Context: an optimization exercise on an open-source flow, tuned for small area, a short achievable clock period and few clock cycles per item. The choices shown serve that exercise and are no tape-out recipe.
RTL that was checked went through simulation tests only; none was proved equivalent to the original.

== main ==
==> module alu_exec_top, before the edit <==
module alu_exec_top (
  input  logic                           in_clk,
  input  logic                           in_rst,
  input  logic [alu_pkg::APB_ADDR_W-1:0] paddr_i,
  input  logic                           psel_i,
  input  logic                           penable_i,
  input  logic                           pwrite_i,
  input  logic [alu_pkg::XLEN-1:0]       pwdata_i,
  output logic [alu_pkg::XLEN-1:0]       prdata_o,
  output logic                           pready_o,
  output logic                           pslverr_o
);
  localparam int W = alu_pkg::XLEN;
  logic [alu_pkg::CTL_W-1:0]      dec_ctl;
  logic                           dec_use_imm;
  logic                           dec_lui;
  logic                           dec_illegal;
  logic [alu_pkg::CTL_W-1:0]      ctl;
  logic                           use_imm;
  logic                           lui;
  logic                           access;
  logic [alu_pkg::REG_ADDR_W-1:0] raddr_s;
  logic [alu_pkg::REG_ADDR_W-1:0] rs2;
  logic [alu_pkg::REG_ADDR_W-1:0] wreg;
  logic [alu_pkg::REG_ADDR_W-1:0] raddr;
  logic                           bus_wr;
  logic                           alu_go;
  logic [W-1:0]                   port;
  logic [W-1:0]                   imm;
  logic [W-1:0]                   opa_q;
  logic                           byp_q;
  logic [W-1:0]                   opa;
  logic [W-1:0]                   opb_q;
  logic [W-1:0]                   result;
  logic                           wb_pend_q;
  logic [alu_pkg::REG_ADDR_W-1:0] wb_addr_q;
  logic [W-1:0]                   wb_data_q;
  alu_decoder u_decoder (
    .instr_i   (pwdata_i),
    .ctl_o     (dec_ctl),
    .use_imm_o (dec_use_imm),
    .lui_o     (dec_lui),
    .illegal_o (dec_illegal)
  );
  alu_apb_slave u_apb_slave (
    .in_clk    (in_clk),
    .in_rst    (in_rst),
    .paddr_i   (paddr_i),
    .psel_i    (psel_i),
    .penable_i (penable_i),
    .pwrite_i  (pwrite_i),
    .pwdata_i  (pwdata_i),
    .ctl_i     (dec_ctl),
    .use_imm_i (dec_use_imm),
    .lui_i     (dec_lui),
    .illegal_i (dec_illegal),
    .pready_o  (pready_o),
    .pslverr_o (pslverr_o),
    .access_o  (access),
    .raddr_s_o (raddr_s),
    .rs2_o     (rs2),
    .wreg_o    (wreg),
    .bus_wr_o  (bus_wr),
    .alu_go_o  (alu_go),
    .ctl_o     (ctl),
    .use_imm_o (use_imm),
    .lui_o     (lui)
  );
  assign raddr = access ? rs2 : raddr_s;
  alu_regfile u_regfile (
    .in_clk  (in_clk),
    .in_rst  (in_rst),
    .raddr_i (raddr),
    .we_i    (wb_pend_q),
    .waddr_i (wb_addr_q),
    .wdata_i (wb_data_q),
    .rdata_o (port)
  );
  assign imm = lui ? {pwdata_i[31:12], 12'b0} : {{(W-12){pwdata_i[31]}}, pwdata_i[31:20]};
  always_ff @(posedge in_clk) begin
    if (!access) begin
      opa_q <= port;
      byp_q <= alu_go && (raddr == wreg);
    end
    opb_q <= use_imm ? imm : port;
  end
  assign opa = byp_q ? wb_data_q : opa_q;
  assign prdata_o = opa;
  alu_execute u_execute (
    .ctl_i    (ctl),
    .opa_i    (opa),
    .opb_i    (opb_q),
    .result_o (result)
  );
  always_ff @(posedge in_clk or negedge in_rst) begin
    if (!in_rst) begin
      wb_pend_q <= 1'b0;
    end else begin
      wb_pend_q <= alu_go | bus_wr;
    end
  end
  always_ff @(posedge in_clk) begin
    if (alu_go || bus_wr) begin
      wb_addr_q <= wreg;
      wb_data_q <= alu_go ? result : pwdata_i;
    end
  end
endmodule
Settings: LEC_CHECK=0, CAP_MARGIN=20, CELL_PAD_IN_SITES_DETAIL_PLACEMENT=1, CELL_PAD_IN_SITES_GLOBAL_PLACEMENT=2, CORE_MARGIN=2, CORE_UTILIZATION=47, CTS_BUF_LIST=sky130_fd_sc_hd__clkbuf_8, CTS_CLUSTER_DIAMETER=50, CTS_CLUSTER_SIZE=16, PLACE_DENSITY=0.65, SETUP_SLACK_MARGIN=4, SLEW_MARGIN=20; clock period 8.0 ns.
run.sh (not shown) runs the stock make flow with config.mk's settings and CLKGATE_MAP_FILE= SYNTH_SCRIPT=/design/flow/synth_recipe.tcl, a recipe that flattens the netlist after the stock synthesis.
### main -> the feature branch
--- a/flow/design.v
+++ b/flow/design.v
@@ -318,22 +318,22 @@
     .waddr_i (wb_addr_q),
     .wdata_i (wb_data_q),
     .rdata_o (port)
   );
   assign imm = lui ? {pwdata_i[31:12], 12'b0} : {{(W-12){pwdata_i[31]}}, pwdata_i[31:20]};
+  assign opa = byp_q ? wb_data_q : opa_q;
   always_ff @(posedge in_clk) begin
     if (!access) begin
-      opa_q <= port;
       byp_q <= alu_go && (raddr == wreg);
     end
+    opa_q <= access ? opa : port;
     opb_q <= use_imm ? imm : port;
   end
-  assign opa = byp_q ? wb_data_q : opa_q;
   assign prdata_o = opa;
   alu_execute u_execute (
     .ctl_i    (ctl),
-    .opa_i    (opa),
+    .opa_i    (opa_q),
     .opb_i    (opb_q),
     .result_o (result)
   );
   always_ff @(posedge in_clk or negedge in_rst) begin
     if (!in_rst) begin
==> comparison <==
main -> the feature branch: XOR/XNOR share of the synthesized area flat. [the feature branch] global-route wire length before repair rose 1.5% relative to main. Compared the feature branch against main; clock edge transition at the registers on the reported setup and hold paths within noise. [compare] base=main new=the feature branch: first-iteration DRC count up about 10%; sequential cell area share climbed 0.57 points; post-route cell area has decreased. Wire length, main and the feature branch: smaller value in main. Floorplan die area is higher on main. Non-clock buffer count went down by a few percent going from main to the feature branch. Setup slack | the feature branch below main.
Testbench counts of the feature branch, summed over its fixed seeds: cycles 49,008, transfers 24,504.
For main, only the layout was checked, not whether the RTL still works.

========
Setup of job 104:
alu_exec_top, a different RTL version from the one above (not shown whole).
Size: about 1200 flip-flops.
==> module alu_regfile, before the edit <==
module alu_regfile (
  input  logic                           in_clk,
  input  logic                           in_rst,
  input  logic [alu_pkg::NUM_REGS-1:1]   rsel_i,
  input  logic                           we_i,
  input  logic [alu_pkg::REG_ADDR_W-1:0] waddr_i,
  input  logic [alu_pkg::XLEN-1:0]       wdata_i,
  output logic [alu_pkg::XLEN-1:0]       rdata_o
);
  localparam int N = alu_pkg::NUM_REGS;
  localparam int W = alu_pkg::XLEN;
  logic [W-1:0] regs [1:N-1];
  logic [N-1:1] valid;
  logic [N-1:1] wsel;
  logic [N-1:1] rsel;
  logic         fwd;
  for (genvar i = 1; i < N; i++) begin : g_word
    assign wsel[i] = we_i && (waddr_i == i);
    assign rsel[i] = rsel_i[i] && valid[i] && !wsel[i];
    always_ff @(posedge in_clk or negedge in_rst) begin
      if (!in_rst) begin
        valid[i] <= 1'b0;
      end else if (wsel[i]) begin
        valid[i] <= 1'b1;
      end
    end
    always_ff @(posedge in_clk) begin
      if (wsel[i]) begin
        regs[i] <= wdata_i;
      end
    end
  end
  assign fwd = |(rsel_i & wsel);
  always_comb begin
    rdata_o = {W{fwd}} & wdata_i;
    for (int i = 1; i < N; i++) begin
      rdata_o = rdata_o | ({W{rsel[i]}} & regs[i]);
    end
  end
endmodule
==> module alu_apb_slave, before the edit <==
module alu_apb_slave (
  input  logic                            in_clk,
  input  logic                            in_rst,
  input  logic [alu_pkg::APB_ADDR_W-1:0]  paddr_i,
  input  logic                            psel_i,
  input  logic                            penable_i,
  input  logic                            pwrite_i,
  input  logic [alu_pkg::XLEN-1:0]        pwdata_i,
  input  logic [alu_pkg::CTL_W-1:0]       ctl_i,
  input  logic                            use_imm_i,
  input  logic                            lui_i,
  input  logic                            illegal_i,
  output logic                            pready_o,
  output logic                            pslverr_o,
  output logic                            access_o,
  output logic [alu_pkg::REG_ADDR_W-1:0]  rs2_o,
  output logic [alu_pkg::REG_ADDR_W-1:0]  wreg_o,
  output logic                            bus_wr_o,
  output logic                            alu_go_o,
  output logic [alu_pkg::CTL_W-1:0]       ctl_o,
  output logic                            use_imm_o,
  output logic                            lui_o
);
  logic instr_hit;
  logic reg_hit;
  logic instr_ok;
  logic access_q;
  logic err_q;
  logic buswr_q;
  logic instr_q;
  assign instr_hit = (paddr_i == alu_pkg::ADDR_INSTR);
  assign reg_hit   = (paddr_i[alu_pkg::APB_ADDR_W-1:7] == 5'b00001) && (paddr_i[1:0] == 2'b00);
  assign instr_ok  = instr_hit & pwrite_i & ~illegal_i;
  always_ff @(posedge in_clk or negedge in_rst) begin
    if (!in_rst) begin
      access_q <= 1'b0;
      alu_go_o <= 1'b0;
    end else begin
      access_q <= psel_i & ~penable_i;
      alu_go_o <= access_q & instr_q;
    end
  end
  always_ff @(posedge in_clk) begin
    err_q     <= ~(instr_ok | reg_hit);
    buswr_q   <= reg_hit & pwrite_i;
    instr_q   <= instr_ok & (pwdata_i[11:7] != '0);
    wreg_o    <= paddr_i[7] ? paddr_i[6:2] : pwdata_i[11:7];
    rs2_o     <= pwdata_i[24:20];
    ctl_o     <= ctl_i;
    use_imm_o <= use_imm_i;
    lui_o     <= lui_i;
  end
  assign access_o  = access_q;
  assign pready_o  = access_q;
  assign pslverr_o = err_q;
  assign bus_wr_o  = access_q & buswr_q;
endmodule
==> module alu_exec_top, before the edit <==
module alu_exec_top (
  input  logic                           in_clk,
  input  logic                           in_rst,
  input  logic [alu_pkg::APB_ADDR_W-1:0] paddr_i,
  input  logic                           psel_i,
  input  logic                           penable_i,
  input  logic                           pwrite_i,
  input  logic [alu_pkg::XLEN-1:0]       pwdata_i,
  output logic [alu_pkg::XLEN-1:0]       prdata_o,
  output logic                           pready_o,
  output logic                           pslverr_o
);
  localparam int N = alu_pkg::NUM_REGS;
  localparam int W = alu_pkg::XLEN;
  logic [alu_pkg::CTL_W-1:0]      dec_ctl;
  logic                           dec_use_imm;
  logic                           dec_lui;
  logic                           dec_illegal;
  logic [alu_pkg::CTL_W-1:0]      ctl;
  logic                           use_imm;
  logic                           lui;
  logic                           access;
  logic [alu_pkg::REG_ADDR_W-1:0] rs2;
  logic [alu_pkg::REG_ADDR_W-1:0] wreg;
  logic [N-1:1]                   rsel;
  logic [N-1:1]                   wrsel;
  logic                           bus_wr;
  logic                           alu_go;
  logic [W-1:0]                   port;
  logic [W-1:0]                   imm;
  logic [W-1:0]                   opa_q;
  logic                           byp_q;
  logic [W-1:0]                   opa;
  logic [W-1:0]                   opb_q;
  logic [W-1:0]                   result;
  logic                           wb_pend_q;
  logic [alu_pkg::REG_ADDR_W-1:0] wb_addr_q;
  logic [W-1:0]                   wb_data_q;
  alu_decoder u_decoder (
    .instr_i   (pwdata_i),
    .ctl_o     (dec_ctl),
    .use_imm_o (dec_use_imm),
    .lui_o     (dec_lui),
    .illegal_o (dec_illegal)
  );
  alu_apb_slave u_apb_slave (
    .in_clk    (in_clk),
    .in_rst    (in_rst),
    .paddr_i   (paddr_i),
    .psel_i    (psel_i),
    .penable_i (penable_i),
    .pwrite_i  (pwrite_i),
    .pwdata_i  (pwdata_i),
    .ctl_i     (dec_ctl),
    .use_imm_i (dec_use_imm),
    .lui_i     (dec_lui),
    .illegal_i (dec_illegal),
    .pready_o  (pready_o),
    .pslverr_o (pslverr_o),
    .access_o  (access),
    .rs2_o     (rs2),
    .wreg_o    (wreg),
    .bus_wr_o  (bus_wr),
    .alu_go_o  (alu_go),
    .ctl_o     (ctl),
    .use_imm_o (use_imm),
    .lui_o     (lui)
  );
  for (genvar i = 1; i < N; i++) begin : g_rsel
    assign rsel[i] = access     ? (rs2 == i)
                   : paddr_i[7] ? (paddr_i[6:2] == i)
                   :              (pwdata_i[19:15] == i);
    assign wrsel[i] = (wreg == i);
  end
  alu_regfile u_regfile (
    .in_clk  (in_clk),
    .in_rst  (in_rst),
    .rsel_i  (rsel),
    .we_i    (wb_pend_q),
    .waddr_i (wb_addr_q),
    .wdata_i (wb_data_q),
    .rdata_o (port)
  );
  assign imm = lui ? {pwdata_i[31:12], 12'b0} : {{(W-12){pwdata_i[31]}}, pwdata_i[31:20]};
  assign opa = byp_q ? wb_data_q : opa_q;
  always_ff @(posedge in_clk) begin
    if (!access) begin
      byp_q <= alu_go && |(rsel & wrsel);
    end
    opa_q <= access ? opa : port;
    opb_q <= use_imm ? imm : port;
  end
  assign prdata_o = opa;
  alu_execute u_execute (
    .ctl_i    (ctl),
    .opa_i    (opa_q),
    .opb_i    (opb_q),
    .result_o (result)
  );
  always_ff @(posedge in_clk or negedge in_rst) begin
    if (!in_rst) begin
      wb_pend_q <= 1'b0;
    end else begin
      wb_pend_q <= alu_go | bus_wr;
    end
  end
  always_ff @(posedge in_clk) begin
    if (alu_go || bus_wr) begin
      wb_addr_q <= wreg;
      wb_data_q <= alu_go ? result : pwdata_i;
    end
  end
endmodule
==> flow/config.mk <==
export PLATFORM = sky130hd
export DESIGN_NAME = alu_exec_top
export DESIGN_NICKNAME = alu_exec_top
export VERILOG_FILES = /design/flow/design.v
export SDC_FILE = /design/flow/constraint.sdc
export NUM_CORES = 4
export LEC_CHECK = 0
export CAP_MARGIN = 20
export CELL_PAD_IN_SITES_DETAIL_PLACEMENT = 1
export CELL_PAD_IN_SITES_GLOBAL_PLACEMENT = 2
export CORE_MARGIN = 2
export CORE_UTILIZATION = 47
export CTS_BUF_LIST = sky130_fd_sc_hd__clkbuf_8
export CTS_CLUSTER_DIAMETER = 50
export CTS_CLUSTER_SIZE = 16
export PLACE_DENSITY = 0.65
export SETUP_SLACK_MARGIN = 4
export SLEW_MARGIN = 20
==> flow/constraint.sdc <==
create_clock -name core_clock -period 8.0 [get_ports {in_clk}]
set_input_delay 1.6000 -clock core_clock [delete_from_list [all_inputs] [get_ports {in_clk}]]
set_output_delay 1.6000 -clock core_clock [all_outputs]
set_load 0.01 [all_outputs]
standard.sh (not shown) runs the stock make flow with config.mk's settings and CLKGATE_MAP_FILE= SYNTH_SCRIPT=/design/flow/synth_recipe.tcl, a recipe that flattens the netlist after the stock synthesis.
==> flow/flow/run.sh <==
#!/bin/bash
# The standard layout with extra ORFS settings on make's command line
set -euo pipefail
bash standard.sh 'BUFFER_PORTS_ARGS=-buffer_cell sky130_fd_sc_hd__buf_4' finish > make_finish.log 2>&1
For job 103, these inputs were changed with respect to job 104:
diff --git a/flow/design.v b/flow/design.v
--- a/flow/design.v
+++ b/flow/design.v
@@ -35,7 +35,7 @@
 module alu_regfile (
   input  logic                           in_clk,
   input  logic                           in_rst,
-  input  logic [alu_pkg::NUM_REGS-1:1]   rsel_i,
+  input  logic [alu_pkg::REG_ADDR_W-1:0] raddr_i,
   input  logic                           we_i,
   input  logic [alu_pkg::REG_ADDR_W-1:0] waddr_i,
   input  logic [alu_pkg::XLEN-1:0]       wdata_i,
@@ -50,7 +50,7 @@
   logic         fwd;
   for (genvar i = 1; i < N; i++) begin : g_word
     assign wsel[i] = we_i && (waddr_i == i);
-    assign rsel[i] = rsel_i[i] && valid[i] && !wsel[i];
+    assign rsel[i] = (raddr_i == i) && valid[i] && !wsel[i];
     always_ff @(posedge in_clk or negedge in_rst) begin
       if (!in_rst) begin
         valid[i] <= 1'b0;
@@ -64,7 +64,7 @@
       end
     end
   end
-  assign fwd = |(rsel_i & wsel);
+  assign fwd = we_i && (raddr_i == waddr_i) && (raddr_i != '0);
   always_comb begin
     rdata_o = {W{fwd}} & wdata_i;
     for (int i = 1; i < N; i++) begin
@@ -196,6 +196,7 @@
   output logic                            pready_o,
   output logic                            pslverr_o,
   output logic                            access_o,
+  output logic [alu_pkg::REG_ADDR_W-1:0]  raddr_s_o,
   output logic [alu_pkg::REG_ADDR_W-1:0]  rs2_o,
   output logic [alu_pkg::REG_ADDR_W-1:0]  wreg_o,
   output logic                            bus_wr_o,
@@ -214,6 +215,7 @@
   assign instr_hit = (paddr_i == alu_pkg::ADDR_INSTR);
   assign reg_hit   = (paddr_i[alu_pkg::APB_ADDR_W-1:7] == 5'b00001) && (paddr_i[1:0] == 2'b00);
   assign instr_ok  = instr_hit & pwrite_i & ~illegal_i;
+  assign raddr_s_o = paddr_i[7] ? paddr_i[6:2] : pwdata_i[19:15];
   always_ff @(posedge in_clk or negedge in_rst) begin
     if (!in_rst) begin
       access_q <= 1'b0;
@@ -251,7 +253,6 @@
   output logic                           pready_o,
   output logic                           pslverr_o
 );
-  localparam int N = alu_pkg::NUM_REGS;
   localparam int W = alu_pkg::XLEN;
   logic [alu_pkg::CTL_W-1:0]      dec_ctl;
   logic                           dec_use_imm;
@@ -261,10 +262,10 @@
   logic                           use_imm;
   logic                           lui;
   logic                           access;
+  logic [alu_pkg::REG_ADDR_W-1:0] raddr_s;
   logic [alu_pkg::REG_ADDR_W-1:0] rs2;
   logic [alu_pkg::REG_ADDR_W-1:0] wreg;
-  logic [N-1:1]                   rsel;
-  logic [N-1:1]                   wrsel;
+  logic [alu_pkg::REG_ADDR_W-1:0] raddr;
   logic                           bus_wr;
   logic                           alu_go;
   logic [W-1:0]                   port;
@@ -299,6 +300,7 @@
     .pready_o  (pready_o),
     .pslverr_o (pslverr_o),
     .access_o  (access),
+    .raddr_s_o (raddr_s),
     .rs2_o     (rs2),
     .wreg_o    (wreg),
     .bus_wr_o  (bus_wr),
@@ -307,16 +309,11 @@
     .use_imm_o (use_imm),
     .lui_o     (lui)
   );
-  for (genvar i = 1; i < N; i++) begin : g_rsel
-    assign rsel[i] = access     ? (rs2 == i)
-                   : paddr_i[7] ? (paddr_i[6:2] == i)
-                   :              (pwdata_i[19:15] == i);
-    assign wrsel[i] = (wreg == i);
-  end
+  assign raddr = access ? rs2 : raddr_s;
   alu_regfile u_regfile (
     .in_clk  (in_clk),
     .in_rst  (in_rst),
-    .rsel_i  (rsel),
+    .raddr_i (raddr),
     .we_i    (wb_pend_q),
     .waddr_i (wb_addr_q),
     .wdata_i (wb_data_q),
@@ -326,7 +323,7 @@
   assign opa = byp_q ? wb_data_q : opa_q;
   always_ff @(posedge in_clk) begin
     if (!access) begin
-      byp_q <= alu_go && |(rsel & wrsel);
+      byp_q <= alu_go && (raddr == wreg);
     end
     opa_q <= access ? opa : port;
     opb_q <= use_imm ? imm : port;
## What came out
Status: number of filler cells placed in the layout parity (job 104, job 103)
Per the comparison of job 103 with job 104, peak clock frequency supported by timing stayed essentially flat; non-clock buffer share of cell area fell by 1.6 points.
Relative to job 104, job 103 degrades sum of net half-perimeters after detailed placement.
Height of the die across job 104 and job 103: no real change.
Job 104 -> job 103: synthesized cell count decreased by a few percent
Job 103: total wirelength of the detailed-routed design about 3.3% below job 104
[job 103 vs job 104] worst setup slack: lower in job 103
Net count after synthesis sits lower in job 103 than in job 104.
Looking at global-route usage, job 103 sits 0.86 points lower than job 104 does.
The higher simple logic cell fraction of the synthesized area of job 104 and job 103 is in job 104.
Max critical path depth across job 104 and job 103: job 103
Testbench counts of job 103, summed over its fixed seeds: cycles 49,008, transfers 24,504.
Only the layout flow was run in job 104; the RTL was not checked for function there.

## port drivers added, routing unchanged
No port has a modelled driver above. Below, the same layouts with a new extraction and two added sets of constraints.
Step 1 sets driving cells, clkbuf_16 on the clock port and buf_2 on the other inputs (assumed; they add their load-dependent delay and slew).
Step 2 moves the port delays by t, midway between the first and last clock arrival at a register: inputs arrive t later, outputs are due t later. That takes back most of the time a late clock gives input paths.
Slacks: ideal / step 1 / step 2; pairs: ideal / step 1.
run	t, ns	setup slack, ns	worst register clock-pin slew, ns	worst data-port slew with drivers (ns)
main	0.905	3.946 / 3.892 / 3.085	0.11 / 0.11	0.07
the feature branch	0.893	3.765 / 3.686 / 2.967	0.10 / 0.10	0.06
job 104	0.910	3.960 / 3.942 / 3.032	0.10 / 0.10	0.08
job 103	0.867	3.948 / 3.983 / 3.116	0.10 / 0.10	0.06
After both steps setup and hold are still met in every run listed. For job 104, which loses most, drivers alone change the setup slack by -0.018 ns; drivers and shift together by -0.928 ns.
